Context: an optimization exercise on an open-source flow, tuned for small area and few clock cycles. The choices shown serve that exercise and are no tape-out recipe.
RTL that was checked went through simulation tests only; none was proved equivalent to the original.
Function not checked in runs 1 to 3: the RTL went through the layout flow alone.

$ cat flow/design.v
`timescale 1ns / 1ps
module rgbd_add16
(
    input  logic [15:0] a,
    input  logic [15:0] b,
    input  logic        cin,
    output logic [15:0] s,
    output logic        cout
);
    wire [15:0] g, p;
    assign g = a & b;
    assign p = a ^ b;
    wire G0 = g[0] | (p[0] & cin);
    wire G1 = g[1] | (p[1] & G0);
    wire P1 = p[1] & p[0];
    wire G2 = g[3] | (p[3] & g[2]);
    wire P2 = p[3] & p[2];
    wire G3 = g[5] | (p[5] & g[4]);
    wire P3 = p[5] & p[4];
    wire G4 = g[7] | (p[7] & g[6]);
    wire P4 = p[7] & p[6];
    wire G5 = g[9] | (p[9] & g[8]);
    wire P5 = p[9] & p[8];
    wire G6 = g[11] | (p[11] & g[10]);
    wire P6 = p[11] & p[10];
    wire G7 = g[13] | (p[13] & g[12]);
    wire P7 = p[13] & p[12];
    wire G8 = g[15] | (p[15] & g[14]);
    wire P8 = p[15] & p[14];
    wire G9 = G2 | (P2 & G1);
    wire P9 = P2 & P1;
    wire G10 = G4 | (P4 & G3);
    wire P10 = P4 & P3;
    wire G11 = G6 | (P6 & G5);
    wire P11 = P6 & P5;
    wire G12 = G8 | (P8 & G7);
    wire P12 = P8 & P7;
    wire G13 = G10 | (P10 & G9);
    wire P13 = P10 & P9;
    wire G14 = G12 | (P12 & G11);
    wire P14 = P12 & P11;
    wire G15 = G14 | (P14 & G13);
    wire P15 = P14 & P13;
    wire G16 = G11 | (P11 & G13);
    wire P16 = P11 & P13;
    wire G17 = G3 | (P3 & G9);
    wire P17 = P3 & P9;
    wire G18 = G5 | (P5 & G13);
    wire P18 = P5 & P13;
    wire G19 = G7 | (P7 & G16);
    wire P19 = P7 & P16;
    wire G20 = g[2] | (p[2] & G1);
    wire P20 = p[2] & P1;
    wire G21 = g[4] | (p[4] & G9);
    wire P21 = p[4] & P9;
    wire G22 = g[6] | (p[6] & G17);
    wire P22 = p[6] & P17;
    wire G23 = g[8] | (p[8] & G13);
    wire P23 = p[8] & P13;
    wire G24 = g[10] | (p[10] & G18);
    wire P24 = p[10] & P18;
    wire G25 = g[12] | (p[12] & G16);
    wire P25 = p[12] & P16;
    wire G26 = g[14] | (p[14] & G19);
    wire P26 = p[14] & P19;
    assign s[0] = p[0] ^ cin;
    assign s[1] = p[1] ^ G0;
    assign s[2] = p[2] ^ G1;
    assign s[3] = p[3] ^ G20;
    assign s[4] = p[4] ^ G9;
    assign s[5] = p[5] ^ G21;
    assign s[6] = p[6] ^ G17;
    assign s[7] = p[7] ^ G22;
    assign s[8] = p[8] ^ G13;
    assign s[9] = p[9] ^ G23;
    assign s[10] = p[10] ^ G18;
    assign s[11] = p[11] ^ G24;
    assign s[12] = p[12] ^ G16;
    assign s[13] = p[13] ^ G25;
    assign s[14] = p[14] ^ G19;
    assign s[15] = p[15] ^ G26;
    assign cout = G15;
endmodule
module rgbd_add5
(
    input  logic [4:0] a,
    input  logic [4:0] b,
    input  logic        cin,
    output logic [4:0] s,
    output logic        cout
);
    wire [4:0] g, p;
    assign g = a & b;
    assign p = a ^ b;
    wire G0 = g[0] | (p[0] & cin);
    wire G1 = g[1] | (p[1] & G0);
    wire P1 = p[1] & p[0];
    wire G2 = g[3] | (p[3] & g[2]);
    wire P2 = p[3] & p[2];
    wire G3 = G2 | (P2 & G1);
    wire P3 = P2 & P1;
    wire G4 = g[2] | (p[2] & G1);
    wire P4 = p[2] & P1;
    wire G5 = g[4] | (p[4] & G3);
    wire P5 = p[4] & P3;
    assign s[0] = p[0] ^ cin;
    assign s[1] = p[1] ^ G0;
    assign s[2] = p[2] ^ G1;
    assign s[3] = p[3] ^ G4;
    assign s[4] = p[4] ^ G3;
    assign cout = G5;
endmodule
module rgbd_add6
(
    input  logic [5:0] a,
    input  logic [5:0] b,
    input  logic        cin,
    output logic [5:0] s,
    output logic        cout
);
    wire [5:0] g, p;
    assign g = a & b;
    assign p = a ^ b;
    wire G0 = g[0] | (p[0] & cin);
    wire G1 = g[1] | (p[1] & G0);
    wire P1 = p[1] & p[0];
    wire G2 = g[3] | (p[3] & g[2]);
    wire P2 = p[3] & p[2];
    wire G3 = g[5] | (p[5] & g[4]);
    wire P3 = p[5] & p[4];
    wire G4 = G2 | (P2 & G1);
    wire P4 = P2 & P1;
    wire G5 = G3 | (P3 & G4);
    wire P5 = P3 & P4;
    wire G6 = g[2] | (p[2] & G1);
    wire P6 = p[2] & P1;
    wire G7 = g[4] | (p[4] & G4);
    wire P7 = p[4] & P4;
    assign s[0] = p[0] ^ cin;
    assign s[1] = p[1] ^ G0;
    assign s[2] = p[2] ^ G1;
    assign s[3] = p[3] ^ G6;
    assign s[4] = p[4] ^ G4;
    assign s[5] = p[5] ^ G7;
    assign cout = G5;
endmodule
`timescale 1ns / 1ps
module rgbd_front
(
    input  logic        clk,
    input  logic        rst_n,
    input  logic        en,          
    input  logic        cmd_valid,
    output logic        cmd_ready,
    input  logic [1:0]  cmd_func,
    input  logic [23:0] cmd_colour,
    input  logic        cfg_valid,
    output logic        cfg_ready,
    input  logic        cfg_addr,
    input  logic [15:0] cfg_data,
    output logic        produce,     
    output logic        show_wave,   
    output logic [7:0]  next_idx,    
    output logic [20:0] half_base    
);
    localparam logic [1:0] FUNC_TICK  = 2'd0;
    localparam logic [1:0] FUNC_SET   = 2'd1;
    localparam logic [1:0] FUNC_BLINK = 2'd2;
    localparam logic [1:0] FUNC_PULSE = 2'd3;
    logic [15:0] blink_time_reg;
    logic [15:0] pulse_step_reg;
    logic        blink_on_reg;
    logic        pulse_on_reg;
    logic        stale_reg;
    logic [15:0] acc_reg;
    logic [20:0] half_base_reg;
    logic [15:0] acc_sum;
    logic        step_write;
    logic        undo_step;
    logic        accept;
    logic        tick;
    logic        blink_end;
    logic        colour_zero;
    assign cfg_ready   = !stale_reg;
    assign step_write  = cfg_valid && cfg_addr && !stale_reg;
    assign cmd_ready   = en && !stale_reg && !(cfg_valid && cfg_addr);
    assign accept      = cmd_valid && cmd_ready;
    assign tick        = accept && (cmd_func == FUNC_TICK);
    assign undo_step   = step_write && pulse_on_reg;
    assign colour_zero = (cmd_colour == 24'd0);
    assign half_base   = half_base_reg;
    rgbd_add16 u_add_step (
        .a    (acc_reg),
        .b    (blink_on_reg ? 16'd1 : undo_step ? ~pulse_step_reg : pulse_step_reg),
        .cin  (undo_step && !blink_on_reg),
        .s    (acc_sum),
        .cout ()
    );
    rgbd_add16 u_cmp_time (
        .a    (acc_reg),
        .b    (~blink_time_reg),
        .cin  (1'b1),
        .s    (),
        .cout (blink_end)
    );
    always_comb
    begin
        produce   = 1'b0;
        show_wave = 1'b0;
        next_idx  = acc_reg[15:8];
        if (stale_reg)
            next_idx = acc_sum[15:8];
        if (accept)
        begin
            case (cmd_func)
                FUNC_TICK:
                begin
                    produce   = blink_on_reg ? blink_end : pulse_on_reg;
                    show_wave = !blink_on_reg;
                    next_idx  = acc_sum[15:8];
                end
                FUNC_PULSE:
                begin
                    produce   = colour_zero;
                    next_idx  = {~pulse_step_reg[15], pulse_step_reg[14:8]};
                end
                default:
                    produce   = 1'b1;
            endcase
        end
    end
    always_ff @(posedge clk or negedge rst_n)
    begin
        if (!rst_n)
        begin
            blink_time_reg <= 16'd200;
            pulse_step_reg <= 16'd33;
            stale_reg      <= 1'b0;
        end
        else
        begin
            if (cfg_valid && cfg_ready)
            begin
                if (cfg_addr) pulse_step_reg <= cfg_data;
                else          blink_time_reg <= cfg_data;
            end
            stale_reg <= step_write;
        end
    end
    always_ff @(posedge clk or negedge rst_n)
    begin
        if (!rst_n)
        begin
            blink_on_reg <= 1'b0;
            pulse_on_reg <= 1'b0;
        end
        else if (accept)
        begin
            case (cmd_func)
                FUNC_TICK:
                    if (blink_on_reg && blink_end) blink_on_reg <= 1'b0;
                FUNC_SET:
                    ;
                FUNC_BLINK:
                begin
                    blink_on_reg <= 1'b1;
                    pulse_on_reg <= 1'b0;
                end
                default:
                begin
                    blink_on_reg <= 1'b0;
                    pulse_on_reg <= !colour_zero;
                end
            endcase
        end
    end
    always_ff @(posedge clk)
    begin
        if (tick || ((step_write || stale_reg) && !blink_on_reg))
            acc_reg <= acc_sum;
        else if (accept && cmd_func == FUNC_BLINK)
            acc_reg <= 16'h0001;
        else if (accept && cmd_func == FUNC_PULSE)
            acc_reg <= {~pulse_step_reg[15], pulse_step_reg[14:0]};
        if (accept && cmd_func == FUNC_PULSE)
            half_base_reg <= {cmd_colour[23:17], cmd_colour[15:9], cmd_colour[7:1]};
    end
endmodule
`timescale 1ns / 1ps
module rgbd_back
(
    input  logic [6:0]  h,       
    input  logic [13:0] w,       
    input  logic [15:0] w3,      
    input  logic        neg,     
    output logic [7:0]  duty     
);
    wire s1_0 = h[0] & ~h[1], s2_0 = ~h[0] & h[1], s3_0 = h[0] & h[1];
    wire s1_1 = h[2] & ~h[3], s2_1 = ~h[2] & h[3], s3_1 = h[2] & h[3];
    wire s1_2 = h[4] & ~h[5], s2_2 = ~h[4] & h[5], s3_2 = h[4] & h[5];
    wire [6:0] hx = h ^ {7{neg}};
    wire p0_6 = (s1_0 & w[6]) | (s2_0 & w[5]) | (s3_0 & w3[6]);
    wire p0_7 = (s1_0 & w[7]) | (s2_0 & w[6]) | (s3_0 & w3[7]);
    wire p0_8 = (s1_0 & w[8]) | (s2_0 & w[7]) | (s3_0 & w3[8]);
    wire p0_9 = (s1_0 & w[9]) | (s2_0 & w[8]) | (s3_0 & w3[9]);
    wire p0_10 = (s1_0 & w[10]) | (s2_0 & w[9]) | (s3_0 & w3[10]);
    wire p0_11 = (s1_0 & w[11]) | (s2_0 & w[10]) | (s3_0 & w3[11]);
    wire p0_12 = (s1_0 & w[12]) | (s2_0 & w[11]) | (s3_0 & w3[12]);
    wire p0_13 = (s1_0 & w[13]) | (s2_0 & w[12]) | (s3_0 & w3[13]);
    wire p0_14 = (s2_0 & w[13]) | (s3_0 & w3[14]);
    wire p0_15 = (s3_0 & w3[15]);
    wire p1_4 = (s1_1 & w[4]) | (s2_1 & w[3]) | (s3_1 & w3[4]);
    wire p1_5 = (s1_1 & w[5]) | (s2_1 & w[4]) | (s3_1 & w3[5]);
    wire p1_6 = (s1_1 & w[6]) | (s2_1 & w[5]) | (s3_1 & w3[6]);
    wire p1_7 = (s1_1 & w[7]) | (s2_1 & w[6]) | (s3_1 & w3[7]);
    wire p1_8 = (s1_1 & w[8]) | (s2_1 & w[7]) | (s3_1 & w3[8]);
    wire p1_9 = (s1_1 & w[9]) | (s2_1 & w[8]) | (s3_1 & w3[9]);
    wire p1_10 = (s1_1 & w[10]) | (s2_1 & w[9]) | (s3_1 & w3[10]);
    wire p1_11 = (s1_1 & w[11]) | (s2_1 & w[10]) | (s3_1 & w3[11]);
    wire p1_12 = (s1_1 & w[12]) | (s2_1 & w[11]) | (s3_1 & w3[12]);
    wire p1_13 = (s1_1 & w[13]) | (s2_1 & w[12]) | (s3_1 & w3[13]);
    wire p1_14 = (s2_1 & w[13]) | (s3_1 & w3[14]);
    wire p1_15 = (s3_1 & w3[15]);
    wire p2_2 = (s1_2 & w[2]) | (s2_2 & w[1]) | (s3_2 & w3[2]);
    wire p2_3 = (s1_2 & w[3]) | (s2_2 & w[2]) | (s3_2 & w3[3]);
    wire p2_4 = (s1_2 & w[4]) | (s2_2 & w[3]) | (s3_2 & w3[4]);
    wire p2_5 = (s1_2 & w[5]) | (s2_2 & w[4]) | (s3_2 & w3[5]);
    wire p2_6 = (s1_2 & w[6]) | (s2_2 & w[5]) | (s3_2 & w3[6]);
    wire p2_7 = (s1_2 & w[7]) | (s2_2 & w[6]) | (s3_2 & w3[7]);
    wire p2_8 = (s1_2 & w[8]) | (s2_2 & w[7]) | (s3_2 & w3[8]);
    wire p2_9 = (s1_2 & w[9]) | (s2_2 & w[8]) | (s3_2 & w3[9]);
    wire p2_10 = (s1_2 & w[10]) | (s2_2 & w[9]) | (s3_2 & w3[10]);
    wire p2_11 = (s1_2 & w[11]) | (s2_2 & w[10]) | (s3_2 & w3[11]);
    wire p2_12 = (s1_2 & w[12]) | (s2_2 & w[11]) | (s3_2 & w3[12]);
    wire p2_13 = (s1_2 & w[13]) | (s2_2 & w[12]) | (s3_2 & w3[13]);
    wire p2_14 = (s2_2 & w[13]) | (s3_2 & w3[14]);
    wire p2_15 = (s3_2 & w3[15]);
    wire p3_0 = h[6] & w[0];
    wire p3_1 = h[6] & w[1];
    wire p3_2 = h[6] & w[2];
    wire p3_3 = h[6] & w[3];
    wire p3_4 = h[6] & w[4];
    wire p3_5 = h[6] & w[5];
    wire p3_6 = h[6] & w[6];
    wire p3_7 = h[6] & w[7];
    wire p3_8 = h[6] & w[8];
    wire p3_9 = h[6] & w[9];
    wire p3_10 = h[6] & w[10];
    wire p3_11 = h[6] & w[11];
    wire p3_12 = h[6] & w[12];
    wire p3_13 = h[6] & w[13];
    wire n0 = p0_6 ^ p1_4;
    wire n1 = p0_6 & p1_4;
    wire n2 = p0_7 ^ p1_5;
    wire n3 = p0_7 & p1_5;
    wire n4 = p0_8 ^ p1_6;
    wire n5 = p0_8 & p1_6;
    wire n6 = p0_9 ^ p1_7;
    wire n7 = p0_9 & p1_7;
    wire n8 = p0_10 ^ p1_8;
    wire n9 = p0_10 & p1_8;
    wire n10 = p0_11 ^ p1_9;
    wire n11 = p0_11 & p1_9;
    wire n12 = p0_12 ^ p1_10;
    wire n13 = p0_12 & p1_10;
    wire n14 = p0_13 ^ p1_11;
    wire n15 = n14 ^ p2_9;
    wire n16 = (p0_13 & p1_11) | (p2_9 & n14);
    wire n17 = p0_14 ^ p1_12;
    wire n18 = n17 ^ p2_10;
    wire n19 = (p0_14 & p1_12) | (p2_10 & n17);
    wire n20 = p0_15 ^ p1_13;
    wire n21 = n20 ^ p2_11;
    wire n22 = (p0_15 & p1_13) | (p2_11 & n20);
    wire n23 = p1_14 ^ p2_12;
    wire n24 = p1_14 & p2_12;
    wire n25 = p1_15 ^ p2_13;
    wire n26 = p1_15 & p2_13;
    wire n27 = p2_2 ^ p3_0;
    wire n28 = p2_2 & p3_0;
    wire n29 = p2_3 ^ p3_1;
    wire n30 = n29 ^ n1;
    wire n31 = (p2_3 & p3_1) | (n1 & n29);
    wire n32 = p2_4 ^ p3_2;
    wire n33 = n32 ^ n3;
    wire n34 = (p2_4 & p3_2) | (n3 & n32);
    wire n35 = p2_5 ^ p3_3;
    wire n36 = n35 ^ n5;
    wire n37 = (p2_5 & p3_3) | (n5 & n35);
    wire n38 = p2_6 ^ p3_4;
    wire n39 = n38 ^ n7;
    wire n40 = (p2_6 & p3_4) | (n7 & n38);
    wire n41 = p2_7 ^ p3_5;
    wire n42 = n41 ^ n9;
    wire n43 = (p2_7 & p3_5) | (n9 & n41);
    wire n44 = p2_8 ^ p3_6;
    wire n45 = n44 ^ n11;
    wire n46 = (p2_8 & p3_6) | (n11 & n44);
    wire n47 = p3_7 ^ 1'b1;
    wire n48 = n47 ^ n13;
    wire n49 = (p3_7 & 1'b1) | (n13 & n47);
    wire n50 = p3_8 ^ hx[0];
    wire n51 = n50 ^ n16;
    wire n52 = (p3_8 & hx[0]) | (n16 & n50);
    wire n53 = p3_9 ^ hx[1];
    wire n54 = n53 ^ n19;
    wire n55 = (p3_9 & hx[1]) | (n19 & n53);
    wire n56 = p3_10 ^ hx[2];
    wire n57 = n56 ^ n22;
    wire n58 = (p3_10 & hx[2]) | (n22 & n56);
    wire n59 = p3_11 ^ hx[3];
    wire n60 = n59 ^ n24;
    wire n61 = (p3_11 & hx[3]) | (n24 & n59);
    wire n62 = p2_14 ^ p3_12;
    wire n63 = n62 ^ hx[4];
    wire n64 = (p2_14 & p3_12) | (hx[4] & n62);
    wire n65 = p2_15 ^ p3_13;
    wire n66 = p2_15 & p3_13;
    wire n67 = 1'b1 ^ n0;
    wire n68 = 1'b1 & n0;
    wire n69 = n2 ^ n28;
    wire n70 = n69 ^ n30;
    wire n71 = (n2 & n28) | (n30 & n69);
    wire n72 = n4 ^ n31;
    wire n73 = n72 ^ n33;
    wire n74 = (n4 & n31) | (n33 & n72);
    wire n75 = n6 ^ n34;
    wire n76 = n75 ^ n36;
    wire n77 = (n6 & n34) | (n36 & n75);
    wire n78 = n8 ^ n37;
    wire n79 = n78 ^ n39;
    wire n80 = (n8 & n37) | (n39 & n78);
    wire n81 = n10 ^ n40;
    wire n82 = n81 ^ n42;
    wire n83 = (n10 & n40) | (n42 & n81);
    wire n84 = n12 ^ n43;
    wire n85 = n84 ^ n45;
    wire n86 = (n12 & n43) | (n45 & n84);
    wire n87 = n15 ^ n46;
    wire n88 = n87 ^ n48;
    wire n89 = (n15 & n46) | (n48 & n87);
    wire n90 = n18 ^ n49;
    wire n91 = n90 ^ n51;
    wire n92 = (n18 & n49) | (n51 & n90);
    wire n93 = n21 ^ n52;
    wire n94 = n93 ^ n54;
    wire n95 = (n21 & n52) | (n54 & n93);
    wire n96 = n23 ^ n55;
    wire n97 = n96 ^ n57;
    wire n98 = (n23 & n55) | (n57 & n96);
    wire n99 = n25 ^ n58;
    wire n100 = n99 ^ n60;
    wire n101 = (n25 & n58) | (n60 & n99);
    wire n102 = n26 ^ n61;
    wire n103 = n102 ^ n63;
    wire n104 = (n26 & n61) | (n63 & n102);
    wire n105 = hx[5] ^ n64;
    wire n106 = n105 ^ n65;
    wire n107 = (hx[5] & n64) | (n65 & n105);
    wire n108 = hx[6] ^ n66;
    wire n109 = hx[6] & n66;
    wire [15:0] sum;
    rgbd_add16 u_add (
        .a    ({neg, n107, n104, n101, n98, n95, n92, n89, n86, n83, n80, n77, n74, n71, n68, n27}),
        .b    ({n109, n108, n106, n103, n100, n97, n94, n91, n88, n85, n82, n79, n76, n73, n70, n67}),
        .cin  (1'b0),
        .s    (sum),
        .cout ()
    );
    assign duty = sum[15:8] ^ {8{~neg}};
endmodule
module rgbd_slope
(
    input  logic [7:0]  k,       
    output logic [13:0] w,
    output logic [1:0]  c,       
    output logic        neg
);
    function automatic logic [15:0] slope_rom(input logic [6:0] j);
        case (j)
            7'd0  : slope_rom = 16'd49136;
            7'd1  : slope_rom = 16'd49136;
            7'd2  : slope_rom = 16'd49136;
            7'd3  : slope_rom = 16'd49104;
            7'd4  : slope_rom = 16'd49072;
            7'd5  : slope_rom = 16'd49028;
            7'd6  : slope_rom = 16'd48976;
            7'd7  : slope_rom = 16'd65293;
            7'd8  : slope_rom = 16'd48837;
            7'd9  : slope_rom = 16'd15984;
            7'd10 : slope_rom = 16'd15893;
            7'd11 : slope_rom = 16'd64943;
            7'd12 : slope_rom = 16'd32063;
            7'd13 : slope_rom = 16'd15556;
            7'd14 : slope_rom = 16'd15425;
            7'd15 : slope_rom = 16'd48053;
            7'd16 : slope_rom = 16'd64287;
            7'd17 : slope_rom = 16'd14978;
            7'd18 : slope_rom = 16'd63962;
            7'd19 : slope_rom = 16'd14634;
            7'd20 : slope_rom = 16'd14448;
            7'd21 : slope_rom = 16'd47024;
            7'd22 : slope_rom = 16'd46802;
            7'd23 : slope_rom = 16'd13842;
            7'd24 : slope_rom = 16'd30006;
            7'd25 : slope_rom = 16'd13395;
            7'd26 : slope_rom = 16'd45929;
            7'd27 : slope_rom = 16'd12916;
            7'd28 : slope_rom = 16'd61815;
            7'd29 : slope_rom = 16'd28790;
            7'd30 : slope_rom = 16'd61291;
            7'd31 : slope_rom = 16'd28248;
            7'd32 : slope_rom = 16'd11584;
            7'd33 : slope_rom = 16'd11298;
            7'd34 : slope_rom = 16'd60154;
            7'd35 : slope_rom = 16'd59854;
            7'd36 : slope_rom = 16'd26776;
            7'd37 : slope_rom = 16'd59230;
            7'd38 : slope_rom = 16'd26143;
            7'd39 : slope_rom = 16'd25815;
            7'd40 : slope_rom = 16'd41875;
            7'd41 : slope_rom = 16'd25147;
            7'd42 : slope_rom = 16'd8423;
            7'd43 : slope_rom = 16'd57227;
            7'd44 : slope_rom = 16'd7722;
            7'd45 : slope_rom = 16'd7366;
            7'd46 : slope_rom = 16'd56157;
            7'd47 : slope_rom = 16'd55791;
            7'd48 : slope_rom = 16'd22654;
            7'd49 : slope_rom = 16'd55052;
            7'd50 : slope_rom = 16'd54668;
            7'd51 : slope_rom = 16'd5140;
            7'd52 : slope_rom = 16'd4756;
            7'd53 : slope_rom = 16'd4372;
            7'd54 : slope_rom = 16'd53132;
            7'd55 : slope_rom = 16'd3588;
            7'd56 : slope_rom = 16'd19580;
            7'd57 : slope_rom = 16'd35568;
            7'd58 : slope_rom = 16'd35168;
            7'd59 : slope_rom = 16'd34773;
            7'd60 : slope_rom = 16'd1605;
            7'd61 : slope_rom = 16'd1205;
            7'd62 : slope_rom = 16'd33571;
            7'd63 : slope_rom = 16'd33170;
            7'd64 : slope_rom = 16'd18;
            default: slope_rom = 16'd0;
        endcase
    endfunction
    logic [6:0] j;
    assign j   = k[6] ? 7'd64 - {1'b0, k[5:0]} : {1'b0, k[5:0]};
    assign neg = k[7] ^ k[6];
    assign {c, w} = slope_rom(j);
endmodule
`timescale 1ns / 1ps
module rgb_led_blink_breathe_driver
(
    input  logic       clk,
    input  logic       rst_n,
    input  logic       cmd_valid,
    output logic       cmd_ready,
    input  logic [1:0] cmd_func,
    input  logic [7:0] cmd_red,
    input  logic [7:0] cmd_green,
    input  logic [7:0] cmd_blue,
    input  logic        cfg_valid,
    output logic        cfg_ready,
    input  logic        cfg_addr,
    input  logic [15:0] cfg_data,
    output logic       led_valid,
    input  logic       led_ready,
    output logic [7:0] led_duty_red,
    output logic [7:0] led_duty_green,
    output logic [7:0] led_duty_blue
);
    logic        en;
    logic [23:0] cmd_colour;
    logic        produce, show_wave;
    logic [7:0]  next_idx;
    logic [20:0] half_base;
    logic [14-1:0] slope;
    logic [1:0]  slope_c;
    logic [1:0]  slope_c_reg;
    logic        neg;
    logic [14-1:0] slope_reg;
    logic [14+1:0] slope3;
    logic        neg_reg;
    logic [2:0][7:0] wave_duty;
    logic [23:0] duty_next;
    logic        out_v_reg;
    logic [23:0] duty_reg;
    assign en         = !out_v_reg || led_ready;
    assign cmd_colour = {cmd_blue, cmd_green, cmd_red};
    rgbd_front u_front (
        .clk        (clk),
        .rst_n      (rst_n),
        .en         (en),
        .cmd_valid  (cmd_valid),
        .cmd_ready  (cmd_ready),
        .cmd_func   (cmd_func),
        .cmd_colour (cmd_colour),
        .cfg_valid  (cfg_valid),
        .cfg_addr   (cfg_addr),
        .cfg_data   (cfg_data),
        .cfg_ready  (cfg_ready),
        .produce    (produce),
        .show_wave  (show_wave),
        .next_idx   (next_idx),
        .half_base  (half_base)
    );
    rgbd_slope u_slope (
        .k   (next_idx),
        .w   (slope),
        .c   (slope_c),
        .neg (neg)
    );
    always_ff @(posedge clk)
    begin
        slope_reg <= slope;
        slope_c_reg <= slope_c;
        neg_reg   <= neg;
    end
    rgbd_add5 u_add_slope3_lo (
        .a    (slope_reg[4:0]),
        .b    ({slope_reg[3:0], 1'b0}),
        .cin  (1'b0),
        .s    (slope3[4:0]),
        .cout ()
    );
    rgbd_add5 u_add_slope3_mid (
        .a    (slope_reg[9:5]),
        .b    (slope_reg[8:4]),
        .cin  (slope_c_reg[0]),
        .s    (slope3[9:5]),
        .cout ()
    );
    rgbd_add6 u_add_slope3_hi (
        .a    ({2'd0, slope_reg[13:10]}),
        .b    ({1'd0, slope_reg[13:9]}),
        .cin  (slope_c_reg[1]),
        .s    (slope3[15:10]),
        .cout ()
    );
    for (genvar ch = 0; ch < 3; ch++)
    begin : g_ch
        rgbd_back u_back (
            .h    (half_base[ch*7 +: 7]),
            .w    (slope_reg),
            .w3   (slope3),
            .neg  (neg_reg),
            .duty (wave_duty[ch])
        );
    end
    assign duty_next = show_wave ? wave_duty
                     : (cmd_func == 2'd0) ? 24'hFFFFFF
                     : ~cmd_colour;
    always_ff @(posedge clk or negedge rst_n)
    begin
        if (!rst_n)
            out_v_reg <= 1'b0;
        else if (en)
            out_v_reg <= produce;
    end
    always_ff @(posedge clk)
    begin
        if (en) duty_reg <= duty_next;
    end
    assign led_valid      = out_v_reg;
    assign led_duty_red   = duty_reg[7:0];
    assign led_duty_green = duty_reg[15:8];
    assign led_duty_blue  = duty_reg[23:16];
endmodule
$ cat flow/config.mk
export PLATFORM = sky130hd
export DESIGN_NAME = rgb_led_blink_breathe_driver
export DESIGN_NICKNAME = rgb_led_blink_breathe_driver
export VERILOG_FILES = /design/flow/design.v
export SDC_FILE = /design/flow/constraint.sdc
export NUM_CORES = 4
export LEC_CHECK = 0
export ABC_AREA = 1
export CAP_MARGIN = 20
export CORE_MARGIN = 2
export CORE_UTILIZATION = 40
export SLEW_MARGIN = 20
$ cat flow/run.sh
#!/bin/bash
# synth_recipe.tcl (not shown) runs the flow's synth.tcl, then flattens the netlist and writes it again
# the make line also repeats each setting of config.mk as NAME=value (left out here)
make -C /OpenROAD-flow-scripts/flow DESIGN_CONFIG=/design/flow/config.mk WORK_HOME=/design/flow/orfs CLKGATE_MAP_FILE= SYNTH_SCRIPT=/design/flow/synth_recipe.tcl finish
$ cat flow/constraint.sdc
create_clock -name core_clock -period 6.0 [get_ports {clk}]
set_input_delay 1.2000 -clock core_clock [delete_from_list [all_inputs] [get_ports {clk}]]
set_output_delay 1.2000 -clock core_clock [all_outputs]
set_load 0.01 [all_outputs]
==> results of run 1 <==
## through the flow
step	cell area, µm²	TNS, ps
floorplan	13590	0
CTS	16280	0
global route	16440	-46.71
global placement	15750	-2958
finish	16440	0
detailed placement	15750	-4354
## critical path: stages (launching register included)
cell and delay [ps]:
dfxtp_1 430, fa_1 210, inv_1 50, fa_1 410
fa_1 390, xnor2_1 410, nand2_1 100, o221ai_1 110
fa_1 210, inv_1 50, fa_1 500, fa_1 600
inv_1 50, ha_1 260, nand2_1 50, nor2_1 100
a211oi_1 60, buf_4 160, o21bai_1 240, a31oi_2 160
fa_1 570, xnor2_1 130, a22oi_1 90
## cells in the final DEF, fill, tap and decap left out, drive strengths merged, types with 44 or more instances in the layout
cell and n:
nand2 414, inv 307, buf 149, ha 121, fa 109, nor2 98, o21ai 91, o221ai 78
clkdlybuf4s50 73, a21oi 73, nand3 65, edfxtp 61, xnor2 44
## cell families (layout without fill, tap and decap cells)
logic type | Yosys count | after routing | synth area share (%)
adders and majority gates | 230 | 230 | 27.19
xor gates and xnor gates | 70 | 70 | 4.565
buffers and inverters | 378 | 565 | 10.98
AOI/OAI and AO/OA | 332 | 332 | 15.80
and+or+nand+nor | 604 | 604 | 18.81
DFF | 114 | 114 | 22.65
## synth_stat cells, types with 10 or more instances
library cell  number  area (µm²)
edfxtp_1          61        1832
xor2_1            25       219.0
a22oi_1           21       157.7
buf_2             13       65.06
o22ai_1           33       206.5
clkbuf_1          40       150.1
nand3_1           60       300.3
fa_1             109        2182
inv_1            290        1089
nor2_1            94       352.8
o21ai_0           79       395.4
clkinv_1          10       37.54
o221ai_1          78       683.2
a21oi_1           73       365.4
nand2_2           16       100.1
xnor2_1           44       385.4
nand2_1          394        1479
dfrtp_1           31       775.7
dfxtp_1           17       340.3
ha_1             121        1514
## per-layer routing
layer	vias to the layer above	part of all wire [%]	GRT usage [%]
li1	6062	-	-
met1	5930	45	32.73
met2	415	46	37.85
met3	67	6.2	3.297
met4	0	2.5	6.941
met5	-	0	0
## layout make-up
cell class	instances	area [µm²]	share of cell area [%]
Timing Repair Buffer	222	1929	11.74
Inverter	311	1175	7.148
Multi-Input combinational cell	1236	9159	55.72
Clock buffer	17	425.4	2.588
Clock inverter	15	107.6	0.6546
Sequential cell	114	3080	18.74
Tap cell	448	560.5	3.410
## path summary, 6_finish.rpt
check,startpoint,end,cells past startpoint
worst min-delay path,u_front.blink_time_reg[4]$_DFFE_PN0P_,u_front.blink_time_reg[4]$_DFFE_PN0P_,2
max in group asynchronous,rst_n,out_v_reg$_DFFE_PN0N_,1
worst max register to register,slope_c_reg[1]$_SDFF_PP0_,duty_reg[22]$_DFFE_PN_,22
worst max-delay path,slope_c_reg[1]$_SDFF_PP0_,duty_reg[22]$_DFFE_PN_,22
worst min register to register,u_front.blink_time_reg[4]$_DFFE_PN0P_,u_front.blink_time_reg[4]$_DFFE_PN0P_,2
min in group asynchronous,rst_n,u_front.pulse_step_reg[2]$_DFFE_PN0P_,1
## repair_timing
action,4_1_cts,5_1_grt
endpoints found under the hold margin,0,0
buffers inserted,0,1
endpoints found under the setup margin,0,20
gates resized for setup,0,39
==> results.txt, run 1 <==
- Top achievable clock speed: 177.4 MHz
- CP Capture Type: register
- # fillers: 3316
- Pins over their slew limit: 0
- Antenna violations before repair: 0
- Relative slew slack: 37.59%
- Vias: 12470
- Worst-skew pair later-pin latency: 430 ps
- # setup viols final: 0
- Detailed Route Iter0 Violations: 971
- Synth Warn #: 3
- WL final: 40.33 mm
- Sequential share of the synthesized area: 22.65%
- CTS tree: built
- Hold-fix buffers, CTS: 0
- Synthesized flop and latch total: 114
- EDFF count, synth: 61
- CP max FO: 4
- Root Buffer: clkbuf_16
- Period utilization: 93.93%
- Max FFs per register: 24
- DIE AREA: 0.03548 mm²
- Layout cell share with drive strength beyond 1: 13.99%
- CP Launch Type: register
- Ys flop type: edfxtp_1
- Final HPWL DP: 32.03 mm
- Clock buffer depth: 2
- Nets: 2180
- ANT nets after route: 0
- Die H: 188.4 µm
- Antenna diode count: 0
- Grt total ovfl: 0
- Synth-to-Final Area Change: 20.91%
- H-tree levels: 4
- All-Layer GR Usage: 23.44%
- Avg Synthesized Cell Area: 7.867 µm²
- Clk slew on worst S/H paths: 60 ps
- Row Count: 67
- Horiz. Die Dim: 188.4 µm
- Routability Congestion: 0.9275
- Drt pass-1 iters: 6
- Setup CP Type: register to register
- First-pass GRT wire length: 66.32 mm
- Critical path data arrival time: 5780 ps
- Final Hold Slack: 485.2 ps
- Final worst setup slack: 364.1 ps
- Worst slew pin tran: 927.7 ps
- Cell count after placement: 2329
- Vias in the first global route: 12410
- Cells after Synth: 1728
- Setup WS pre-CTS: -348.4 ps
- Wire per inst: 17.07 µm
- Core Box Area: 0.03353 mm²
- # IOs: 75
- Status: complete, no violations
- Initial core utilization: 40.54%
- # port buffers: 74
- Tightest Hold Check Type: register to register
- Largest net degree at the start of global routing: 37
- Clock Sinks: 114
- Via density: 5.279
- Final Critical Period: 5636 ps
- Post-synth cell types: 53
- Max Clock Skew: 11.98 ps
- Worst Path Required: 6150 ps
- Max Cap Violations: 0
- Synth async-reset ratio: 31.58%
- R2R Setup Slk: 360 ps
- CTS Buf Count: 17
- Non-filler cells, final: 2363
- Mapped Nets: 2006
- Final hold violations: 0
- Fin util: 49.02%
- Post-synthesis instance area: 0.01359 mm²
- Post-route DRC: 0
==> run 2: changes to the inputs <==
==> flow/flow/run.sh (new file) <==
#!/bin/bash
# Own layout flow: the standard layout (standard.sh's make command, same
# settings and targets), except that the synthesis's final ABC technology
# mapping runs flow/area.abc instead of ORFS's abc_speed/abc_area script.
# Registers, their names and cell types are those of the standard synthesis:
# the change is only in how ABC maps the combinational logic.
set -euo pipefail
WORK=$(pwd)

# Synthesis script: synth_recipe.tcl with Yosys's abc command wrapped so that
# its -script argument names flow/area.abc.
{
  cat <<'TCL'
proc abc {args} {
  set i [lsearch -exact $args -script]
  if { $i >= 0 } {
    set args [lreplace $args [expr {$i + 1}] [expr {$i + 1}] $::env(OWN_ABC_SCRIPT)]
  }
  yosys abc {*}$args
}
TCL
  cat "$WORK/synth_recipe.tcl"
} > "$WORK/own_synth.tcl"
export OWN_ABC_SCRIPT="$WORK/flow/area.abc"

# standard.sh with the synthesis script swapped
sed "s|SYNTH_SCRIPT=[^ ]*|SYNTH_SCRIPT=$WORK/own_synth.tcl|" "$WORK/standard.sh" > "$WORK/own_standard.sh"
grep -q "SYNTH_SCRIPT=$WORK/own_synth.tcl" "$WORK/own_standard.sh"

bash "$WORK/own_standard.sh" finish > "$WORK/orfs_make.log" 2>&1
test -s "$WORK/out/final.def"
==> flow/flow/area.abc (new file) <==
strash
ifraig
scorr
dc2
dretime
strash
&get -n
&dch -f
&nf
&put
==> flow/standard.sh (new file) <==
#!/bin/bash
# synth_recipe.tcl (not shown) runs the flow's synth.tcl, then flattens the netlist and writes it again
# the make line also repeats each setting of config.mk as NAME=value (left out here)
make -C /OpenROAD-flow-scripts/flow DESIGN_CONFIG=/design/flow/config.mk WORK_HOME=/design/flow/orfs CLKGATE_MAP_FILE= SYNTH_SCRIPT=/design/flow/synth_recipe.tcl "${@:-finish}"
--- a/flow/config.mk
+++ b/flow/config.mk
@@ -5,7 +5,6 @@
 export SDC_FILE = /design/flow/constraint.sdc
 export NUM_CORES = 4
 export LEC_CHECK = 0
-export ABC_AREA = 1
 export CAP_MARGIN = 20
 export CORE_MARGIN = 2
 export CORE_UTILIZATION = 40
removed: flow/run.sh
==> run 2 against run 1 <==
Wire length rose by 0.35%. Utilization rose by 6.5 points. Final area rose by 5.8%. Now fails the layout checks on setup timing. Register-to-register slack got worse by 310 ps. Critical endpoint is now slope_reg[1]$_DFF_P_.
==> results.txt, run 2 <==
- Status: complete, but fails checks
- Blocking Checks: setup timing
- Wire per inst: 18.87 µm (+11%)
- Initial core utilization: 40.40% (-0.15 points)
- Max FFs per register: 24 (unchanged)
- # port buffers: 74 (unchanged)
- Post-synthesis instance area: 0.01265 mm² (-7.0%)
- # fillers: 2830 (-15%)
- Horiz. Die Dim: 181.8 µm (-3.5%)
- Drt pass-1 iters: 5 (-1)
- Total negative slack: -450.3 ps (-450.3 ps)
- EDFF count, synth: 61 (unchanged)
- Clock buffer depth: 2 (unchanged)
- Worst slew pin tran: 1099 ps (+171.2 ps)
- Synth top area cells: fa_1 17%, edfxtp_1 14%, ha_1 12%
- Most common cell after layout, fill and taps aside: buf_4
- CTS Buf Count: 17 (unchanged)
- Sequential share of the synthesized area: 24.34% (+1.7 points)
- CP Launch Type: primary input
- Cell count after placement: 2079 (-11%)
- Antenna violations before repair: 0 (unchanged)
- First-pass GRT wire length: 65.76 mm (-0.84%)
- Vias in the first global route: 12450 (+0.29%)
- Largest net degree at the start of global routing: 37 (unchanged)
- Non-filler cells, final: 2145 (-9.2%)
- Clock Sinks: 114 (unchanged)
- Nets: 2008 (-7.9%)
- CP Capture Type: register
- DIE AREA: 0.03306 mm² (-6.8%)
- Final HPWL DP: 30.10 mm (-6.0%)
- Pins over their slew limit: 0 (unchanged)
- All-Layer GR Usage: 25.34% (+1.9 points)
- Final hold violations: 0 (unchanged)
- Cells after Synth: 1407 (-19%)
- Max Cap Violations: 0 (unchanged)
- Root Buffer: clkbuf_16
- WL final: 40.47 mm (+0.35%)
- Clk slew on worst S/H paths: 60 ps (about the same)
- Unrepaired setup endpoints after global routing: true
- CTS tree: built
- Antenna diode count: 0 (unchanged)
- Synth async-reset ratio: 31.58% (unchanged)
- Row Count: 65 (-3.0%)
- Synthesized flop and latch total: 114 (unchanged)
- Max Clock Skew: 11.68 ps (-0.2998 ps)
- CP max FO: 6 (+2)
- Fin util: 55.52% (+6.5 points)
- H-tree levels: 4 (unchanged)
- ANT nets after route: 0 (unchanged)
- Die H: 181.8 µm (-3.5%)
- Synth top cells by count: 184 x nand2_1, 178 x clkinv_1, 121 x ha_1, 110 x o21ai_0, 109 x fa_1
- Critical path data arrival time: 6480 ps (+700 ps)
- Layout cell share with drive strength beyond 1: 24.50% (+11 points)
- Relative slew slack: 26.59% (-11 points)
- Ys flop type: edfxtp_1
- Period utilization: 101.4% (+7.5 points)
- Synth Warn #: 3 (unchanged)
- Setup CP Type: primary input to register
- Synth-to-Final Area Change: 37.44%
- Post-synth cell types: 47 (-11%)
- Critical Path Max Stage Delay: 500 ps (-100 ps)
- Yosys top cell by area: fa_1
- Grt total ovfl: 0 (unchanged)
- Critical path's most frequent cell: a21o_1
- Final worst setup slack: -86.05 ps (-450.1 ps)
- Worst-skew pair later-pin latency: 450 ps (+20 ps)
- Synth top area share: 17.25% (+1.2 points)
- Most common cell in the netlist: nand2_1
- Vias: 12010 (-3.7%)
- Routability Congestion: 0.9212 (-0.68%)
- Most frequent cells in the layout: 194 x buf_4, 172 x nand2_1, 167 x clkinv_1, 109 x ha_1, 102 x fa_1
- Tightest Hold Check Type: register to register
- Post-route DRC: 0 (unchanged)
- Top achievable clock speed: 164.3 MHz (-7.4%)
- Final Critical Period: 6086 ps (+450.1 ps)
- Avg Synthesized Cell Area: 8.990 µm² (+14%)
- Worst Path Required: 6390 ps (+240 ps)
- # setup viols final: 10 (+10)
- # IOs: 75 (unchanged)
- Mapped Nets: 1685 (-16%)
- Via density: 5.600 (+6.1%)
- Detailed Route Iter0 Violations: 978 (+0.72%)
- Slowest-stage cell, CP: fa_1
- Final Hold Slack: 491.3 ps (+6.127 ps)
- Core Box Area: 0.03131 mm² (-6.6%)
## run 2: logic make-up (layout without fill, tap and decap cells)
logic type | after synthesis | count (layout) | synth area share, %
AOI/OAI and AO/OA | 380 | 380 | 19.87
xor gates and xnor gates | 95 | 95 | 6.578
adders and majority gates | 230 | 230 | 29.22
buffers and inverters | 178 | 514 | 5.282
DFF | 114 | 114 | 24.34
muxes | 7 | 7 | 0.5935
and+or+nand+nor | 403 | 403 | 14.11
## run 2: timing repair
| item | 4_1_cts | 5_1_grt |
|---|---|---|
| pin swaps | 61 | 110 |
| hold buffers | 0 | 0 |
| gates cloned | 2 | 0 |
| buffers inserted | 25 | 11 |
| resized for setup | 85 | 135 |
| endpoints found under the setup margin | 24 | 31 |
## run 2: layout make-up
type	count	area, µm²	share of cell area, %
multi-input combinational	1115	9819	56.48
timing repair inverter	1	8.758	0.05038
sequential	114	3093	17.79
timing repair buffer	303	2686	15.45
tap	402	503.0	2.893
inverter	178	694.4	3.995
clock buffer	23	500.5	2.879
clock inverter	9	78.83	0.4534
## run 2: layer usage
layer	GRT usage [%]	up-vias	wire [µm]
met2	43.37	401	19910
li1	-	5610	-
met5	0	-	0
met1	32.18	5898	17030
met4	10.24	0	1422
met3	3.771	103	2110
## run 2: worst paths after layout
check	depth (start not counted)	startpoint	slack [ps]	endpoint
setup reg to reg	27	slope_reg[4]$_DFF_P_	50	duty_reg[6]$_DFFE_PN_
hold reg to reg	2	u_front.pulse_step_reg[5]$_DFFE_PN1P_	490	u_front.pulse_step_reg[5]$_DFFE_PN1P_
max in group asynchronous	1	rst_n	4630	u_front.blink_time_reg[0]$_DFFE_PN0P_
hold / removal	2	u_front.pulse_step_reg[5]$_DFFE_PN1P_	490	u_front.pulse_step_reg[5]$_DFFE_PN1P_
min in group asynchronous	1	rst_n	850	u_front.pulse_step_reg[12]$_DFFE_PN0P_
setup / recovery	32	cfg_addr	-90	slope_reg[1]$_DFF_P_
## run 2: metrics by stage
| stage | setup slack, ps | cell area [µm²] |
|---|---|---|
| after detailed placement | -1057 | 15720 |
| after CTS | -127.0 | 16800 |
| final | -86.05 | 17380 |
| after global placement | -1058 | 15720 |
| after global routing | -305.2 | 17380 |
| after floorplan | -702.0 | 12920 |
## run 2: worst max-delay path: cells and delay by family
kind | cells | cell delay, ps
and+or+nand+nor | 6 | 670
xor gates and xnor gates | 2 | 360
adders and majority gates | 4 | 1200
AOI/OAI and AO/OA | 13 | 2210
buffers and inverters | 6 | 590
muxes | 1 | 230
==> run 3: changes to the inputs <==
--- a/flow/design.v
+++ b/flow/design.v
@@ -155,7 +155,6 @@
     input  logic [1:0]  cmd_func,
     input  logic [23:0] cmd_colour,
     input  logic        cfg_valid,
-    output logic        cfg_ready,
     input  logic        cfg_addr,
     input  logic [15:0] cfg_data,
     output logic        produce,     
@@ -175,41 +174,40 @@
     logic [15:0] acc_reg;
     logic [20:0] half_base_reg;
     logic [15:0] acc_sum;
-    logic        step_write;
-    logic        undo_step;
+    logic [15:0] acc_sum2;
     logic        accept;
-    logic        tick;
     logic        blink_end;
     logic        colour_zero;
-    assign cfg_ready   = !stale_reg;
-    assign step_write  = cfg_valid && cfg_addr && !stale_reg;
-    assign cmd_ready   = en && !stale_reg && !(cfg_valid && cfg_addr);
+    assign cmd_ready   = en && !stale_reg;
     assign accept      = cmd_valid && cmd_ready;
-    assign tick        = accept && (cmd_func == FUNC_TICK);
-    assign undo_step   = step_write && pulse_on_reg;
-    assign colour_zero = (cmd_colour == 24'd0);
-    assign half_base   = half_base_reg;
     rgbd_add16 u_add_step (
         .a    (acc_reg),
-        .b    (blink_on_reg ? 16'd1 : undo_step ? ~pulse_step_reg : pulse_step_reg),
-        .cin  (undo_step && !blink_on_reg),
+        .b    (blink_on_reg ? 16'd1 : pulse_step_reg),
+        .cin  (1'b0),
         .s    (acc_sum),
         .cout ()
     );
-    rgbd_add16 u_cmp_time (
+    rgbd_add16 u_add_step2 (
         .a    (acc_reg),
+        .b    ({pulse_step_reg[14:0], 1'b0}),
+        .cin  (1'b0),
+        .s    (acc_sum2),
+        .cout ()
+    );
+    rgbd_add16 u_cmp_time (
+        .a    (acc_sum),
         .b    (~blink_time_reg),
         .cin  (1'b1),
         .s    (),
         .cout (blink_end)
     );
+    assign colour_zero = (cmd_colour == 24'd0);
+    assign half_base   = half_base_reg;
     always_comb
     begin
         produce   = 1'b0;
         show_wave = 1'b0;
-        next_idx  = acc_reg[15:8];
-        if (stale_reg)
-            next_idx = acc_sum[15:8];
+        next_idx  = acc_sum[15:8];
         if (accept)
         begin
             case (cmd_func)
@@ -217,7 +215,7 @@
                 begin
                     produce   = blink_on_reg ? blink_end : pulse_on_reg;
                     show_wave = !blink_on_reg;
-                    next_idx  = acc_sum[15:8];
+                    next_idx  = acc_sum2[15:8];
                 end
                 FUNC_PULSE:
                 begin
@@ -239,12 +237,12 @@
         end
         else
         begin
-            if (cfg_valid && cfg_ready)
+            if (cfg_valid)
             begin
                 if (cfg_addr) pulse_step_reg <= cfg_data;
                 else          blink_time_reg <= cfg_data;
             end
-            stale_reg <= step_write;
+            stale_reg <= cfg_valid && cfg_addr;
         end
     end
     always_ff @(posedge clk or negedge rst_n)
@@ -276,14 +274,17 @@
     end
     always_ff @(posedge clk)
     begin
-        if (tick || ((step_write || stale_reg) && !blink_on_reg))
-            acc_reg <= acc_sum;
-        else if (accept && cmd_func == FUNC_BLINK)
-            acc_reg <= 16'h0001;
-        else if (accept && cmd_func == FUNC_PULSE)
-            acc_reg <= {~pulse_step_reg[15], pulse_step_reg[14:0]};
-        if (accept && cmd_func == FUNC_PULSE)
-            half_base_reg <= {cmd_colour[23:17], cmd_colour[15:9], cmd_colour[7:1]};
+        if (accept)
+        begin
+            case (cmd_func)
+                FUNC_TICK:  acc_reg <= acc_sum;
+                FUNC_SET:   ;
+                FUNC_BLINK: acc_reg <= 16'h0000;
+                default:    acc_reg <= 16'h8000;
+            endcase
+            if (cmd_func == FUNC_PULSE)
+                half_base_reg <= {cmd_colour[23:17], cmd_colour[15:9], cmd_colour[7:1]};
+        end
     end
 endmodule
 `timescale 1ns / 1ps
@@ -589,6 +590,7 @@
     logic        out_v_reg;
     logic [23:0] duty_reg;
     assign en         = !out_v_reg || led_ready;
+    assign cfg_ready  = 1'b1;
     assign cmd_colour = {cmd_blue, cmd_green, cmd_red};
     rgbd_front u_front (
         .clk        (clk),
@@ -601,7 +603,6 @@
         .cfg_valid  (cfg_valid),
         .cfg_addr   (cfg_addr),
         .cfg_data   (cfg_data),
-        .cfg_ready  (cfg_ready),
         .produce    (produce),
         .show_wave  (show_wave),
         .next_idx   (next_idx),
==> flow/flow/run.sh (replaced) <==
#!/bin/bash
set -euo pipefail
WORK=$(pwd)

# Synthesis script: synth_recipe.tcl with Yosys's abc command wrapped so that
# its -script argument names flow/area.abc.
{
  cat <<'TCL'
proc abc {args} {
  set i [lsearch -exact $args -script]
  if { $i >= 0 } {
    set args [lreplace $args [expr {$i + 1}] [expr {$i + 1}] $::env(OWN_ABC_SCRIPT)]
  }
  yosys abc {*}$args
}
TCL
  cat "$WORK/synth_recipe.tcl"
} > "$WORK/own_synth.tcl"
export OWN_ABC_SCRIPT="$WORK/flow/area.abc"

sed "s|SYNTH_SCRIPT=[^ ]*|SYNTH_SCRIPT=$WORK/own_synth.tcl|" "$WORK/standard.sh" > "$WORK/own_standard.sh"
grep -q "SYNTH_SCRIPT=$WORK/own_synth.tcl" "$WORK/own_standard.sh"

bash "$WORK/own_standard.sh" "BUFFER_PORTS_ARGS=-buffer_cell sky130_fd_sc_hd__buf_1" finish \
  > "$WORK/orfs_make.log" 2>&1
test -s "$WORK/out/final.def"
==> flow/flow/area.abc (replaced) <==
strash
&get -n
&st
&dch -f
&nf -R 10
&put
topo
stime -c
buffer -c
upsize -c
dnsize -c
--- a/flow/config.mk
+++ b/flow/config.mk
@@ -5,6 +5,7 @@
 export SDC_FILE = /design/flow/constraint.sdc
 export NUM_CORES = 4
 export LEC_CHECK = 0
+export ABC_AREA = 1
 export CAP_MARGIN = 20
 export CORE_MARGIN = 2
 export CORE_UTILIZATION = 40
==> run 3 against run 2 <==
Now clean on timing, DRC and antenna. Critical path type is now register to register. Synthesized area is 6.1% higher. Critical path depth is 7 lower. Clock skew is 3.5 ps higher. Global-route usage is 3.4 points lower. First-iteration DRC count is 12% higher.
==> results.txt, run 3 <==
- Status: complete, no violations
- Worst R2R Start: slope_reg[4]$_DFF_P_
- Vias in the first global route: 11360 (-8.7%)
- Layout cell share with drive strength beyond 1: 9.912% (-15 points)
- Via density: 5.603 (about the same)
- WL final: 37.55 mm (-7.2%)
- Synth Warn #: 3 (unchanged)
- Synth top cells by count: 179 x inv_1, 143 x nand2_1, 134 x ha_1, 112 x fa_1, 104 x o21ai_0
- CP max FO: 9 (+3)
- Top achievable clock speed: 175.6 MHz (+6.9%)
- Period utilization: 94.92% (-6.5 points)
- # fillers: 3225 (+14%)
- Synth async-reset ratio: 31.58% (unchanged)
- Detailed Route Iter0 Violations: 1093 (+12%)
- Max FFs per register: 24 (unchanged)
- Max Cap Violations: 0 (unchanged)
- Grt total ovfl: 0 (unchanged)
- Worst reg2reg endpoint: duty_reg[22]$_DFFE_PN_
- Cell count after placement: 2007 (-3.5%)
- Pins over their slew limit: 0 (unchanged)
- CP Launch Type: register
- Hold-fix buffers, CTS: 0 (unchanged)
- Synth top area cells: fa_1 17%, edfxtp_1 14%, ha_1 12%
- Wire per inst: 18.36 µm (-2.7%)
- Clock buffer depth: 2 (unchanged)
- Final HPWL DP: 28.77 mm (-4.4%)
- Worst Path Required: 6160 ps (-230 ps)
- Post-synthesis instance area: 0.01342 mm² (+6.1%)
- Worst hold start: u_front.blink_time_reg[3]$_DFFE_PN1P_
- Worst Hold Depth: 2 (unchanged)
- Horiz. Die Dim: 187.2 µm (+2.9%)
- Final worst setup slack: 304.9 ps (+390.9 ps)
- Yosys top cell by area: fa_1
- Cells after Synth: 1520 (+8.0%)
- Row Count: 67 (+3.1%)
- EDFF count, synth: 61 (unchanged)
- Core Box Area: 0.03328 mm² (+6.3%)
- Post-synth cell types: 74 (+57%)
- Reg2reg path depth: 25 (-7.4%)
- Largest net degree at the start of global routing: 37 (unchanged)
- Tightest Hold Check Type: register to register
- # port buffers: 73 (-1.4%)
- Worst-skew pair later-pin latency: 430 ps (-20 ps)
- Relative slew slack: 30.24% (+3.7 points)
- Post-route DRC: 0 (unchanged)
- Worst Hold End: u_front.blink_time_reg[3]$_DFFE_PN1P_
- Clock Sinks: 114 (unchanged)
- # IOs: 75 (unchanged)
- ANT nets after route: 0 (unchanged)
- CTS Buf Count: 17 (unchanged)
- Initial core utilization: 40.32% (-0.078 points)
- Setup WS pre-CTS: 123.4 ps (+1180 ps)
- CP Capture Type: register
- # setup viols final: 0 (-10)
- Synth top area share: 16.71% (-0.54 points)
- Non-filler cells, final: 2045 (-4.7%)
- All-Layer GR Usage: 21.98% (-3.4 points)
- Sequential share of the synthesized area: 22.95% (-1.4 points)
- First-pass GRT wire length: 61.59 mm (-6.3%)
- Max Clock Skew: 15.17 ps (+3.483 ps)
- Critical path data arrival time: 5860 ps (-620 ps)
- Final Critical Period: 5695 ps (-390.9 ps)
- CTS tree: built
- Clk slew on worst S/H paths: 60 ps (about the same)
- Unrepaired setup endpoints after global routing: false
- Die H: 187.2 µm (+2.9%)
- Mapped Nets: 1814 (+7.7%)
- Synthesized flop and latch total: 114 (unchanged)
- Most frequent cells in the layout: 178 x inv_1, 143 x nand2_1, 134 x ha_1, 110 x fa_1, 100 x o21ai_0
- Drt pass-1 iters: 8 (+3)
- Antenna violations before repair: 3 (+3)
- Worst slew pin tran: 1044 ps (-54.67 ps)
- Routability Congestion: 0.9325 (+1.2%)
- Avg Synthesized Cell Area: 8.828 µm² (-1.8%)
- Synth-to-Final Area Change: 12.20%
- Most common cell in the netlist: inv_1
- Ys flop type: edfxtp_1
- Most common cell after layout, fill and taps aside: inv_1
- Nets: 1875 (-6.6%)
- Vias: 11460 (-4.6%)
- Final Hold Slack: 508.1 ps (+16.80 ps)
- R2R Setup Slk: 300 ps (+250 ps)
- Total negative slack: 0 ps (+450.3 ps)
- Final hold violations: 0 (unchanged)
- H-tree levels: 4 (unchanged)
- DIE AREA: 0.03503 mm² (+5.9%)
- Setup CP Type: register to register
- Root Buffer: clkbuf_16
==> run 3: cell count changes after synthesis, moves of 13 or more <==
cell and change:
o21ai_1 +17, mux2_2 +18, clkinv_1 -178, inv_1 +179, and2_1 +26, nor2_1 -13
nor3_1 -23, and2_0 -14, clkbuf_1 +77, a221o_1 -19, ha_1 +13, nand2_1 -41
a21oi_1 +29
==> run 3: critical path: stages, from the launching register on <==
cell     delay [ps]
dfxtp_1         360
fa_1            180
inv_1            60
fa_1            460
fa_2            400
xor2_1          140
buf_4           190
o21ai_1         140
ha_1            160
inv_1            50
fa_1            470
inv_1            50
fa_1            430
ha_1            300
nand2_1          50
o21ai_0         150
a21o_1          140
a21oi_1          70
o21a_1          200
o21a_1          230
o21a_1          210
o21a_1          220
fa_1            490
xor2_1          150
nor2_1           90
a21oi_1          50
==> run 3: layout make-up <==
cell class | instances | area, µm² | area share [%]
Clock inverter | 14 | 140.1 | 0.9309
Tap cell | 448 | 560.5 | 3.723
Sequential cell | 114 | 3082 | 20.47
Timing Repair Buffer | 144 | 853.3 | 5.668
Inverter | 183 | 691.9 | 4.596
Multi-Input combinational cell | 1121 | 9269 | 61.57
Antenna cell | 3 | 7.507 | 0.04987
Clock buffer | 18 | 450.4 | 2.992
==> run 3: kinds of logic after synthesis <==
family / share of synthesized area [%]
buffers and inverters: 8.262
muxes: 1.772
other: 0.02795
AOI/OAI and AO/OA: 19.61
DFF: 22.95
and+or+nand+nor: 12.52
xor gates and xnor gates: 5.651
adders and majority gates: 29.21
==> run 3: layer usage <==
metal | track usage (%) | share of wire (%) | up-vias
li1 | - | - | 5377
met1 | 31.73 | 46 | 5523
met2 | 33.26 | 43 | 496
met3 | 3.696 | 7.9 | 63
met4 | 7.631 | 2.6 | 0
met5 | 0 | 0 | -
==> run 3: repair_timing <==
item | CTS | global route
setup buffers | 0 | 2
resized for setup | 0 | 11
endpoints found under the setup margin | 0 | 23
==> run 3: worst max-delay path by stage <==
| stage | startpoint | to | slack (ps) |
|---|---|---|---|
| after global placement | slope_reg[4]$_DFF_P_ | duty_reg[6]$_DFFE_PN_ | 130 |
| after detailed placement | slope_reg[5]$_SDFF_PP0_ | duty_reg[6]$_DFFE_PN_ | 120 |
| after CTS | slope_reg[5]$_SDFF_PP0_ | duty_reg[6]$_DFFE_PN_ | 80 |
| after floorplan | slope_reg[5]$_SDFF_PP0_ | duty_reg[22]$_DFFE_PN_ | 120 |
| after global routing | slope_reg[4]$_DFF_P_ | duty_reg[22]$_DFFE_PN_ | 4 |
| final | slope_reg[4]$_DFF_P_ | duty_reg[22]$_DFFE_PN_ | 300 |
==> run 3: stage by stage <==
stage          util (%)  cell area (µm²)
3_3_place_gp      43.22            14380
5_1_grt           45.23            15050
2_1_floorplan         -            13420
3_5_place_dp      43.22            14390
4_1_cts           45.00            14980
6_report          45.23            15050
==> run 4: changes to the inputs <==
--- a/flow/design.v
+++ b/flow/design.v
@@ -180,7 +180,7 @@
     logic        colour_zero;
     assign cmd_ready   = en && !stale_reg;
     assign accept      = cmd_valid && cmd_ready;
-    rgbd_add16 u_add_step (
+        rgbd_add16 u_add_step (
         .a    (acc_reg),
         .b    (blink_on_reg ? 16'd1 : pulse_step_reg),
         .cin  (1'b0),
@@ -194,13 +194,14 @@
         .s    (acc_sum2),
         .cout ()
     );
-    rgbd_add16 u_cmp_time (
-        .a    (acc_sum),
-        .b    (~blink_time_reg),
-        .cin  (1'b1),
-        .s    (),
-        .cout (blink_end)
-    );
+    always_comb
+    begin
+        logic c;
+        c = 1'b1;
+        for (int i = 0; i < 16; i++)
+            c = (acc_sum[i] & ~blink_time_reg[i]) | (c & (acc_sum[i] | ~blink_time_reg[i]));
+        blink_end = c;
+    end
     assign colour_zero = (cmd_colour == 24'd0);
     assign half_base   = half_base_reg;
     always_comb
==> run 4 against run 3 <==
Still clean on timing, DRC and antenna. Setup slack got worse by 32 ps. Final cell count down 3.6%. Synthesized cell count down 5.9%. Maximum frequency fell by 0.55%. Synthesized area down 2.9%. Sequential share of layout area is 0.26 points higher. First-iteration DRC count decreased by 7.0%. Critical path type unchanged.
==> results.txt, run 4 <==
- CTS Buf Count: 17 (unchanged)
- Vias in the first global route: 11160 (-1.8%)
- Via density: 5.579 (-0.43%)
- Most frequent cells in the layout: 120 x nand2_1, 117 x ha_1, 114 x inv_1, 110 x fa_1, 99 x nor2_1
- Status: complete, no violations
- Max FFs per register: 24 (unchanged)
- Worst Path Required: 6160 ps (about the same)
- Yosys top cell by area: fa_1
- Row Count: 66 (-1.5%)
- Max Clock Skew: 16.06 ps (+0.8983 ps)
- Avg Synthesized Cell Area: 9.112 µm² (+3.2%)
- # port buffers: 73 (unchanged)
- First-pass GRT wire length: 58.55 mm (-4.9%)
- Worst Hold Depth: 2 (unchanged)
- R2R Setup Slk: 270 ps (-30 ps)
- Post-synthesis instance area: 0.01303 mm² (-2.9%)
- Hold-fix buffers, CTS: 0 (unchanged)
- Synthesized flop and latch total: 114 (unchanged)
- Post-synth cell types: 78 (+5.4%)
- Sequential share of the synthesized area: 23.63% (+0.68 points)
- Wire per inst: 18.04 µm (-1.8%)
- Reg2reg path depth: 25 (unchanged)
- Slowest-stage cell, CP: fa_1
- Pins over their slew limit: 0 (unchanged)
- Clk slew on worst S/H paths: 60 ps (about the same)
- Antenna diode count: 0 (-3)
- WL final: 35.56 mm (-5.3%)
- Cells after Synth: 1430 (-5.9%)
- Die H: 184.5 µm (-1.4%)
- Vias: 11000 (-4.0%)
- Synth Warn #: 3 (unchanged)
- Final Critical Period: 5727 ps (+31.52 ps)
- Grt total ovfl: 0 (unchanged)
- Most common cell after layout, fill and taps aside: nand2_1
- Mapped Nets: 1709 (-5.8%)
- Synth top area cells: fa_1 17%, edfxtp_1 14%, ha_1 11%
- Worst R2R Start: slope_c_reg[0]$_SDFF_PP0_
- Most common cell in the netlist: nand2_1
- Core Box Area: 0.03229 mm² (-3.0%)
- Nets: 1795 (-4.3%)
- All-Layer GR Usage: 21.81% (-0.17 points)
- Detailed Route Iter0 Violations: 1016 (-7.0%)
- Setup WS pre-CTS: -179.2 ps (-302.6 ps)
- Critical path data arrival time: 5890 ps (+30 ps)
- Final worst setup slack: 273.4 ps (-31.52 ps)
- Layout cell share with drive strength beyond 1: 13.87% (+4.0 points)
- Antenna violations before repair: 1 (-2)
- Horiz. Die Dim: 184.5 µm (-1.4%)
- # setup viols final: 0 (unchanged)
- Initial core utilization: 40.35% (about the same)
- Crit path buf inv count: 3 (-1)
- Synth top cells by count: 120 x nand2_1, 119 x ha_1, 115 x inv_1, 112 x fa_1, 99 x nor2_1
- Period utilization: 95.44% (+0.53 points)
- Root Buffer: clkbuf_16
- Critical path's most frequent cell: fa_1
- CP Launch Type: register
- # IOs: 75 (unchanged)
- Largest net degree at the start of global routing: 37 (unchanged)
- Synth-to-Final Area Change: 14.20%
- Relative slew slack: 36.43% (+6.2 points)
- Clock buffer depth: 2 (unchanged)
- Non-filler cells, final: 1971 (-3.6%)
- Tightest Hold Check Type: register to register
- DIE AREA: 0.03403 mm² (-2.8%)
- Worst hold start: u_front.pulse_on_reg$_DFFE_PN0P_
- CTS tree: built
- Synth top area share: 17.21% (+0.50 points)
- Drt pass-1 iters: 7 (-1)
- Cell count after placement: 1936 (-3.5%)
- Routability Congestion: 0.9336 (+0.12%)
- Top achievable clock speed: 174.6 MHz (-0.55%)
- CP max FO: 7 (-2)
- Final HPWL DP: 26.67 mm (-7.3%)
- Delay-heaviest family, CP: adder cells
- Critical Path Max Stage Delay: 470 ps (-20 ps)
- Synth async-reset ratio: 31.58% (unchanged)
- EDFF count, synth: 61 (unchanged)
- Final hold violations: 0 (unchanged)
- Worst slew pin tran: 946.3 ps (-97.91 ps)
- CP Capture Type: register
- Setup CP Type: register to register
- H-tree levels: 4 (unchanged)
- Worst-skew pair later-pin latency: 440 ps (about the same)
- Max Cap Violations: 0 (unchanged)
- Ys flop type: edfxtp_1
- Clock Sinks: 114 (unchanged)
- Worst reg2reg endpoint: duty_reg[14]$_DFFE_PN_
- Worst Hold End: u_front.pulse_on_reg$_DFFE_PN0P_
- ANT nets after route: 0 (unchanged)
- Post-route DRC: 0 (unchanged)
run 4: cell count changes in the layout (fill, tap and decap cells not counted), sizes merged, moves of 8 or more:
cell	change
o21a	-8
inv	-61
and2	+12
ha	-15
o21ai	-21
nor2	+32
mux2	+10
nand2	-21
buf	+18
run 4: routing by layer:
metal | track usage [%] | routed length, µm | vias to the layer above
met1 | 29.00 | 15510 | 5369
li1 | - | - | 5163
met3 | 3.596 | 2059 | 55
met2 | 36.24 | 17150 | 408
met4 | 6.944 | 820 | 2
met5 | 0 | 14 | -
run 4: worst max-delay path by stage:
stage	start	end	slack [ps]	cells past startpoint
5_1_grt	u_front.blink_on_reg$_DFFE_PN0P_	slope_reg[3]$_SDFF_PP0_	-10	28
4_1_cts	slope_reg[4]$_DFF_P_	duty_reg[6]$_DFFE_PN_	60	27
6_report	slope_c_reg[0]$_SDFF_PP0_	duty_reg[14]$_DFFE_PN_	270	25
2_1_floorplan	slope_reg[5]$_SDFF_PP0_	duty_reg[14]$_DFFE_PN_	8	24
3_3_place_gp	slope_reg[4]$_DFF_P_	duty_reg[6]$_DFFE_PN_	-120	26
3_5_place_dp	slope_reg[4]$_DFF_P_	duty_reg[6]$_DFFE_PN_	-180	26
run 4: kinds of logic (layout without fill, tap and decap cells):
logic type      after synthesis  after routing  share of synthesized area (%)
other cells                   1              1                        0.02878
simple gates                390            390                          14.41
mux                          30             30                          2.612
fa+ha+maj                   231            231                          28.63
buf+inv                     213            312                          6.520
compound gates              368            368                          18.24
xor+xnor                     83             83                          5.925
flops                       114            114                          23.63
run 4: cell type report:
cell class                 count  area [µm²]
sequential                   114        3085
tap                          442       553.0
timing repair buffer         162        1001
inverter                     118       442.9
multi-input combinational   1103        9185
clock buffer                  18       450.4
clock inverter                14       162.7
fill                        3092       17410
run 4: worst min-delay path, stage by stage, from the launching register on:
cell	delay (ps)
dfrtp_1	340
nand2_1	50
o31ai_1	60
run 4: timing repair:
item	4_1_cts	5_1_grt
setup buffers	2	0
gates resized for setup	8	24
hold endpoints to repair	0	0
setup endpoints to repair	5	21
pin swaps	1	6
run 4: per-stage QoR:
step	setup TNS (ps)	hold WS [ps]	utilization [%]	area (µm²)
4_1_cts	0	497.1	45.89	14820
5_1_grt	-13.21	548.4	46.09	14880
3_3_place_gp	-332.3	476.5	43.87	14160
2_1_floorplan	0	448.5	-	13050
3_5_place_dp	-658.3	477.6	43.87	14160
6_report	0	498.7	46.09	14880
Testbench counts of run 4, summed over its fixed seeds: cycles 20,208.

-- what the ideal ports hide --
No port has a modelled driver above. Below, the same layouts with a new extraction and two added sets of constraints.
Step 1, drivers: a clkbuf_16 drives clk and a buf_2 each remaining input, both assumed.
Step 2 moves the port delays by t, midway between the first and last clock arrival at a register: inputs arrive t later, outputs are due t later. That takes back most of the time a late clock gives input paths.
a / b / c = no drivers / after step 1 / after step 2; a / b = the first two.
run | t, ns | slack for setup (ns) | clock arrival spread, ns
run 1 | 0.477 | 0.364 / 0.364 / -0.067 | 0.012 / 0.012
run 2 | 0.496 | -0.086 / -0.082 / -0.579 | 0.012 / 0.013
run 3 | 0.476 | 0.305 / 0.305 / 0.305 | 0.015 / 0.015
run 4 | 0.482 | 0.273 / 0.273 / 0.273 | 0.016 / 0.016
With both steps, setup timing fails in run 1, where it was met with ideal ports. The setup slack of run 2, which loses most, moves by +0.004 ns with the drivers and by -0.493 ns with both steps.
